Background: an optimization exercise with open tools, aiming at small area and a short achievable clock period. Do not read the settings as production practice.
In this exercise RTL edits were held to simulation tests only and were not proved equivalent to the original.
Power figures rest on the tool's default switching activity, not on a simulated workload.

## before
// fifo_top
module fifo_top (
    input  logic        clk,
    input  logic        rst_n,
    input  logic        winc,
    input  logic [31:0] wdata,
    output logic        wfull,
    input  logic        rinc,
    output logic [31:0] rdata,
    output logic        rempty
);
    async_fifo #(
        .DATA_W (32),
        .ADDR_W (6)
    ) u_fifo (
        .clk    (clk),
        .rst_n  (rst_n),
        .winc   (winc),
        .wdata  (wdata),
        .wfull  (wfull),
        .rinc   (rinc),
        .rdata  (rdata),
        .rempty (rempty)
    );
endmodule
Size: ~2,200 flip-flops, roughly 6 I/O pins.
==> module fifo_dual_port_ram, before the edit <==
module fifo_dual_port_ram #(
    parameter int DATA_W = 32,
    parameter int ADDR_W = 6
) (
    input  logic              clk,
    input  logic              wen,
    input  logic [ADDR_W-1:0] waddr,
    input  logic [DATA_W-1:0] wdata,
    input  logic [(1<<ADDR_W)-1:0] rsel,
    input  logic [(1<<ADDR_W)-1:0] rsel_hi,
    input  logic                   ren,
    output logic [DATA_W-1:0] rdata
);
    localparam int DEPTH = 1 << ADDR_W;
    logic [DEPTH-1:0][DATA_W-1:0] store;
    logic [DEPTH-1:0]             wsel;
    always_comb begin
        for (int i = 0; i < DEPTH; i++) begin
            wsel[i] = wen && (waddr == ADDR_W'(i));
        end
    end
    for (genvar i = 0; i < DEPTH; i++) begin : g_word
        always_ff @(posedge clk) begin
            if (wsel[i]) begin
                store[i] <= wdata;
            end
        end
    end
    always_comb begin
        rdata = '0;
        for (int i = 0; i < DEPTH; i++) begin
            rdata[DATA_W/2-1:0] = rdata[DATA_W/2-1:0]
                                  | (store[i][DATA_W/2-1:0] & {(DATA_W/2){rsel[i] & ren}});
            rdata[DATA_W-1:DATA_W/2] = rdata[DATA_W-1:DATA_W/2]
                                     | (store[i][DATA_W-1:DATA_W/2] & {(DATA_W/2){rsel_hi[i] & ren}});
        end
    end
endmodule
==> module fifo_write_ctrl, before the edit <==
module fifo_write_ctrl #(
    parameter int ADDR_W = 6
) (
    input  logic              clk,
    input  logic              rst_n,
    input  logic              winc,
    input  logic              rd_acc_d2,
    output logic              wfull,
    output logic              mem_en,
    output logic [ADDR_W-1:0] mem_addr
);
    localparam int CNT_W = ADDR_W + 1;
    localparam int DEPTH = 1 << ADDR_W;
    logic              wr_accept;
    logic [CNT_W-1:0]  cnt;
    logic [ADDR_W-1:0] waddr;
    logic              full_if_hold;
    logic              full_if_inc;
    assign wr_accept = winc & ~wfull;
    assign full_if_hold = (cnt == CNT_W'(DEPTH));
    assign full_if_inc  = (cnt == CNT_W'(DEPTH - 1));
    always_ff @(posedge clk or negedge rst_n) begin
        if (!rst_n) begin
            waddr <= '0;
            cnt   <= '0;
            wfull <= 1'b0;
        end else begin
            waddr <= waddr + ADDR_W'(wr_accept);
            cnt   <= cnt + CNT_W'(wr_accept) - CNT_W'(rd_acc_d2);
            wfull <= wr_accept ? full_if_inc : full_if_hold;
        end
    end
    assign mem_en   = wr_accept;
    assign mem_addr = waddr;
endmodule
==> module fifo_read_ctrl, before the edit <==
module fifo_read_ctrl #(
    parameter int DATA_W = 32,
    parameter int ADDR_W = 6
) (
    input  logic                   clk,
    input  logic                   rst_n,
    input  logic                   rinc,
    input  logic                   wr_acc_d2,
    output logic [DATA_W-1:0]      rdata,
    output logic                   rempty,
    output logic                   rd_accept,
    output logic [(1<<ADDR_W)-1:0] mem_sel,
    output logic [(1<<ADDR_W)-1:0] mem_sel_hi,
    input  logic [DATA_W-1:0]      mem_data
);
    localparam int CNT_W = ADDR_W + 1;
    logic [CNT_W-1:0] cnt;
    logic             empty_if_hold;
    logic             empty_if_inc;
    logic             nonempty;
    assign rd_accept = rinc & nonempty;
    assign empty_if_hold = (cnt == '0);
    assign empty_if_inc  = (cnt == CNT_W'(1));
    always_ff @(posedge clk or negedge rst_n) begin
        if (!rst_n) begin
            mem_sel <= (1<<ADDR_W)'(1);
        end else if (rd_accept) begin
            mem_sel <= {mem_sel[(1<<ADDR_W)-2:0], mem_sel[(1<<ADDR_W)-1]};
        end
    end
    always_ff @(posedge clk or negedge rst_n) begin
        if (!rst_n) begin
            mem_sel_hi <= (1<<ADDR_W)'(1);
        end else if (rd_accept) begin
            mem_sel_hi <= {mem_sel_hi[(1<<ADDR_W)-2:0], mem_sel_hi[(1<<ADDR_W)-1]};
        end
    end
    always_ff @(posedge clk or negedge rst_n) begin
        if (!rst_n) begin
            cnt      <= '0;
            nonempty <= 1'b0;
        end else begin
            cnt      <= cnt + CNT_W'(wr_acc_d2) - CNT_W'(rd_accept);
            nonempty <= rd_accept ? !empty_if_inc : !empty_if_hold;
        end
    end
    assign rempty = ~nonempty;
    always_ff @(posedge clk or negedge rst_n) begin
        if (!rst_n) begin
            rdata <= '0;
        end else begin
            rdata <= mem_data | (rdata & {DATA_W{~rd_accept}});
        end
    end
endmodule
==> module async_fifo, before the edit <==
module async_fifo #(
    parameter int DATA_W = 32,
    parameter int ADDR_W = 6
) (
    input  logic              clk,
    input  logic              rst_n,
    input  logic              winc,
    input  logic [DATA_W-1:0] wdata,
    output logic              wfull,
    input  logic              rinc,
    output logic [DATA_W-1:0] rdata,
    output logic              rempty
);
    logic                   wr_en;
    logic [ADDR_W-1:0]      wr_addr;
    logic                   wr_en_d2;
    logic                   rd_en;
    logic                   rd_en_d2;
    logic [(1<<ADDR_W)-1:0] rd_sel;
    logic [(1<<ADDR_W)-1:0] rd_sel_hi;
    logic [DATA_W-1:0]      rd_data;
    fifo_write_ctrl #(.ADDR_W(ADDR_W)) u_write_ctrl (
        .clk       (clk),
        .rst_n     (rst_n),
        .winc      (winc),
        .rd_acc_d2 (rd_en_d2),
        .wfull     (wfull),
        .mem_en    (wr_en),
        .mem_addr  (wr_addr)
    );
    fifo_ptr_sync #(.PTR_W(1)) u_wacc_sync (
        .clk     (clk),
        .rst_n   (rst_n),
        .ptr_in  (wr_en),
        .ptr_out (wr_en_d2)
    );
    fifo_ptr_sync #(.PTR_W(1)) u_racc_sync (
        .clk     (clk),
        .rst_n   (rst_n),
        .ptr_in  (rd_en),
        .ptr_out (rd_en_d2)
    );
    fifo_dual_port_ram #(
        .DATA_W (DATA_W),
        .ADDR_W (ADDR_W)
    ) u_ram (
        .clk   (clk),
        .wen   (wr_en),
        .waddr (wr_addr),
        .wdata (wdata),
        .rsel    (rd_sel),
        .rsel_hi (rd_sel_hi),
        .ren   (rd_en),
        .rdata (rd_data)
    );
    fifo_read_ctrl #(
        .DATA_W (DATA_W),
        .ADDR_W (ADDR_W)
    ) u_read_ctrl (
        .clk       (clk),
        .rst_n     (rst_n),
        .rinc      (rinc),
        .wr_acc_d2 (wr_en_d2),
        .rdata     (rdata),
        .rempty    (rempty),
        .rd_accept (rd_en),
        .mem_sel    (rd_sel),
        .mem_sel_hi (rd_sel_hi),
        .mem_data  (rd_data)
    );
endmodule
clock: 4.5 ns
lec_check: 0
cap_margin: 20
core_margin: 2
core_utilization: 45
cts_cluster_diameter: 100
cts_cluster_size: 25
setup_slack_margin: 2.3
slew_margin: 20
standard.sh (not shown) runs the stock make flow with config.mk's settings and CLKGATE_MAP_FILE= SYNTH_SCRIPT=/design/flow/synth_recipe.tcl, a recipe that flattens the netlist after the stock synthesis.
==> flow/flow/run.sh <==
#!/bin/bash
# The standard layout, with the data pins placed in fixed pairs (wdata[b] next to
# rdata[b], eight bits per die edge) so each bit's storage slice sits by its own pins.
# The control pins are left to the pin placer. Every tool's output goes to flow.log here;
# ORFS also keeps its per-step logs under orfs/logs.
set -euo pipefail
cd "$(dirname "${BASH_SOURCE[0]}")/.."
bash standard.sh IO_CONSTRAINTS="$PWD/flow/io.tcl" finish > flow.log 2>&1
==> flow/flow/io.tcl <==
# data pins only: each bit's write and read pins side by side, 8 bits per edge;
# the control pins are left to the pin placer
set block [ord::get_db_block]
set die [$block getDieArea]
set W [expr {[$die xMax] / 1000.0}]
set H [expr {[$die yMax] / 1000.0}]
set bit 0
for {set e 0} {$e < 4} {incr e} {
  set slots {}
  for {set k 0} {$k < 8} {incr k} { lappend slots "wdata\[$bit\]" "rdata\[$bit\]"; incr bit }
  set n [llength $slots]
  for {set i 0} {$i < $n} {incr i} {
    # pairs spread evenly along the edge, the two pins of a pair 3 um apart
    set pair [expr {$i / 2}]
    set f [expr {($pair + 0.5) / 8.0}]
    set off [expr {($i % 2) * 3.0}]
    set p [lindex $slots $i]
    switch $e {
      0 { place_pin -pin_name $p -layer met2 -location [list [expr {$f * $W + $off}] 0] -pin_size {0.14 0.485} -force_to_die_boundary }
      1 { place_pin -pin_name $p -layer met3 -location [list $W [expr {$f * $H + $off}]] -pin_size {0.8 0.3} -force_to_die_boundary }
      2 { place_pin -pin_name $p -layer met2 -location [list [expr {(1 - $f) * $W - $off}] $H] -pin_size {0.14 0.485} -force_to_die_boundary }
      3 { place_pin -pin_name $p -layer met3 -location [list 0 [expr {(1 - $f) * $H - $off}]] -pin_size {0.8 0.3} -force_to_die_boundary }
    }
  }
}
The following lists how after was set up differently from before:
--- a/flow/design.v
+++ b/flow/design.v
@@ -28,7 +28,6 @@
     input  logic [ADDR_W-1:0] waddr,
     input  logic [DATA_W-1:0] wdata,
     input  logic [(1<<ADDR_W)-1:0] rsel,
-    input  logic [(1<<ADDR_W)-1:0] rsel_hi,
     input  logic                   ren,
     output logic [DATA_W-1:0] rdata
 );
@@ -50,10 +49,7 @@
     always_comb begin
         rdata = '0;
         for (int i = 0; i < DEPTH; i++) begin
-            rdata[DATA_W/2-1:0] = rdata[DATA_W/2-1:0]
-                                  | (store[i][DATA_W/2-1:0] & {(DATA_W/2){rsel[i] & ren}});
-            rdata[DATA_W-1:DATA_W/2] = rdata[DATA_W-1:DATA_W/2]
-                                     | (store[i][DATA_W-1:DATA_W/2] & {(DATA_W/2){rsel_hi[i] & ren}});
+            rdata = rdata | (store[i] & {DATA_W{rsel[i] & ren}});
         end
     end
 endmodule
@@ -72,22 +68,25 @@
     localparam int CNT_W = ADDR_W + 1;
     localparam int DEPTH = 1 << ADDR_W;
     logic              wr_accept;
+    logic              wfull_int;
     logic [CNT_W-1:0]  cnt;
     logic [ADDR_W-1:0] waddr;
     logic              full_if_hold;
     logic              full_if_inc;
-    assign wr_accept = winc & ~wfull;
+    assign wr_accept = winc & ~wfull_int;
     assign full_if_hold = (cnt == CNT_W'(DEPTH));
     assign full_if_inc  = (cnt == CNT_W'(DEPTH - 1));
     always_ff @(posedge clk or negedge rst_n) begin
         if (!rst_n) begin
-            waddr <= '0;
-            cnt   <= '0;
-            wfull <= 1'b0;
-        end else begin
-            waddr <= waddr + ADDR_W'(wr_accept);
-            cnt   <= cnt + CNT_W'(wr_accept) - CNT_W'(rd_acc_d2);
-            wfull <= wr_accept ? full_if_inc : full_if_hold;
+            waddr     <= '0;
+            cnt       <= '0;
+            wfull_int <= 1'b0;
+            wfull     <= 1'b0;
+        end else begin
+            waddr     <= waddr + ADDR_W'(wr_accept);
+            cnt       <= cnt + CNT_W'(wr_accept) - CNT_W'(rd_acc_d2);
+            wfull_int <= wr_accept ? full_if_inc : full_if_hold;
+            wfull     <= (winc & ~wfull) ? full_if_inc : full_if_hold;
         end
     end
     assign mem_en   = wr_accept;
@@ -106,7 +105,6 @@
     output logic                   rempty,
     output logic                   rd_accept,
     output logic [(1<<ADDR_W)-1:0] mem_sel,
-    output logic [(1<<ADDR_W)-1:0] mem_sel_hi,
     input  logic [DATA_W-1:0]      mem_data
 );
     localparam int CNT_W = ADDR_W + 1;
@@ -114,6 +112,7 @@
     logic             empty_if_hold;
     logic             empty_if_inc;
     logic             nonempty;
+    logic             nonempty_port;
     assign rd_accept = rinc & nonempty;
     assign empty_if_hold = (cnt == '0);
     assign empty_if_inc  = (cnt == CNT_W'(1));
@@ -126,21 +125,16 @@
     end
     always_ff @(posedge clk or negedge rst_n) begin
         if (!rst_n) begin
-            mem_sel_hi <= (1<<ADDR_W)'(1);
-        end else if (rd_accept) begin
-            mem_sel_hi <= {mem_sel_hi[(1<<ADDR_W)-2:0], mem_sel_hi[(1<<ADDR_W)-1]};
-        end
-    end
-    always_ff @(posedge clk or negedge rst_n) begin
-        if (!rst_n) begin
-            cnt      <= '0;
-            nonempty <= 1'b0;
-        end else begin
-            cnt      <= cnt + CNT_W'(wr_acc_d2) - CNT_W'(rd_accept);
-            nonempty <= rd_accept ? !empty_if_inc : !empty_if_hold;
-        end
-    end
-    assign rempty = ~nonempty;
+            cnt           <= '0;
+            nonempty      <= 1'b0;
+            nonempty_port <= 1'b0;
+        end else begin
+            cnt           <= cnt + CNT_W'(wr_acc_d2) - CNT_W'(rd_accept);
+            nonempty      <= rd_accept ? !empty_if_inc : !empty_if_hold;
+            nonempty_port <= (rinc & nonempty_port) ? !empty_if_inc : !empty_if_hold;
+        end
+    end
+    assign rempty = ~nonempty_port;
     always_ff @(posedge clk or negedge rst_n) begin
         if (!rst_n) begin
             rdata <= '0;
@@ -169,7 +163,6 @@
     logic                   rd_en;
     logic                   rd_en_d2;
     logic [(1<<ADDR_W)-1:0] rd_sel;
-    logic [(1<<ADDR_W)-1:0] rd_sel_hi;
     logic [DATA_W-1:0]      rd_data;
     fifo_write_ctrl #(.ADDR_W(ADDR_W)) u_write_ctrl (
         .clk       (clk),
@@ -200,8 +193,7 @@
         .wen   (wr_en),
         .waddr (wr_addr),
         .wdata (wdata),
-        .rsel    (rd_sel),
-        .rsel_hi (rd_sel_hi),
+        .rsel  (rd_sel),
         .ren   (rd_en),
         .rdata (rd_data)
     );
@@ -216,8 +208,7 @@
         .rdata     (rdata),
         .rempty    (rempty),
         .rd_accept (rd_en),
-        .mem_sel    (rd_sel),
-        .mem_sel_hi (rd_sel_hi),
+        .mem_sel   (rd_sel),
         .mem_data  (rd_data)
     );
 endmodule
==> summary.txt <==
[compare] base=before new=after: number of violations reported at the end of detailed-routing iteration 0 moved up, share of layout cells above drive strength 1 moved up, post-route standard cell area excluding fillers moved down. From before to after the numbers moved as follows: power attributed to the clock group lost about 4%, number of vias in the routed layout lost 1.4%.

==> separate check: timing with driven ports <==
The results above use ideal ports. As a check the final layouts listed here were re-extracted and re-timed, cells and wires unchanged.
Step 1: set_driving_cell puts a clkbuf_16 on clk and a buf_2 on each other input, an assumption about the parent block.
Step 2 also shifts input and output timing later by t, the mid clock arrival at the registers, as if the neighbouring blocks saw the same clock.
Slacks: ideal / step 1 / step 2; pairs: ideal / step 1.
run	shift t [ns]	setup WS [ns]	clock arrival spread, ns	worst data-port slew with drivers (ns)
before	0.872	2.117 / 2.033 / 1.573	0.058 / 0.058	0.07
after	0.887	1.912 / 1.912 / 1.445	0.054 / 0.053	0.05
After both steps every run listed still meets setup and hold. The setup slack of before, which loses most, moves by -0.084 ns with the drivers and by -0.544 ns with both steps.
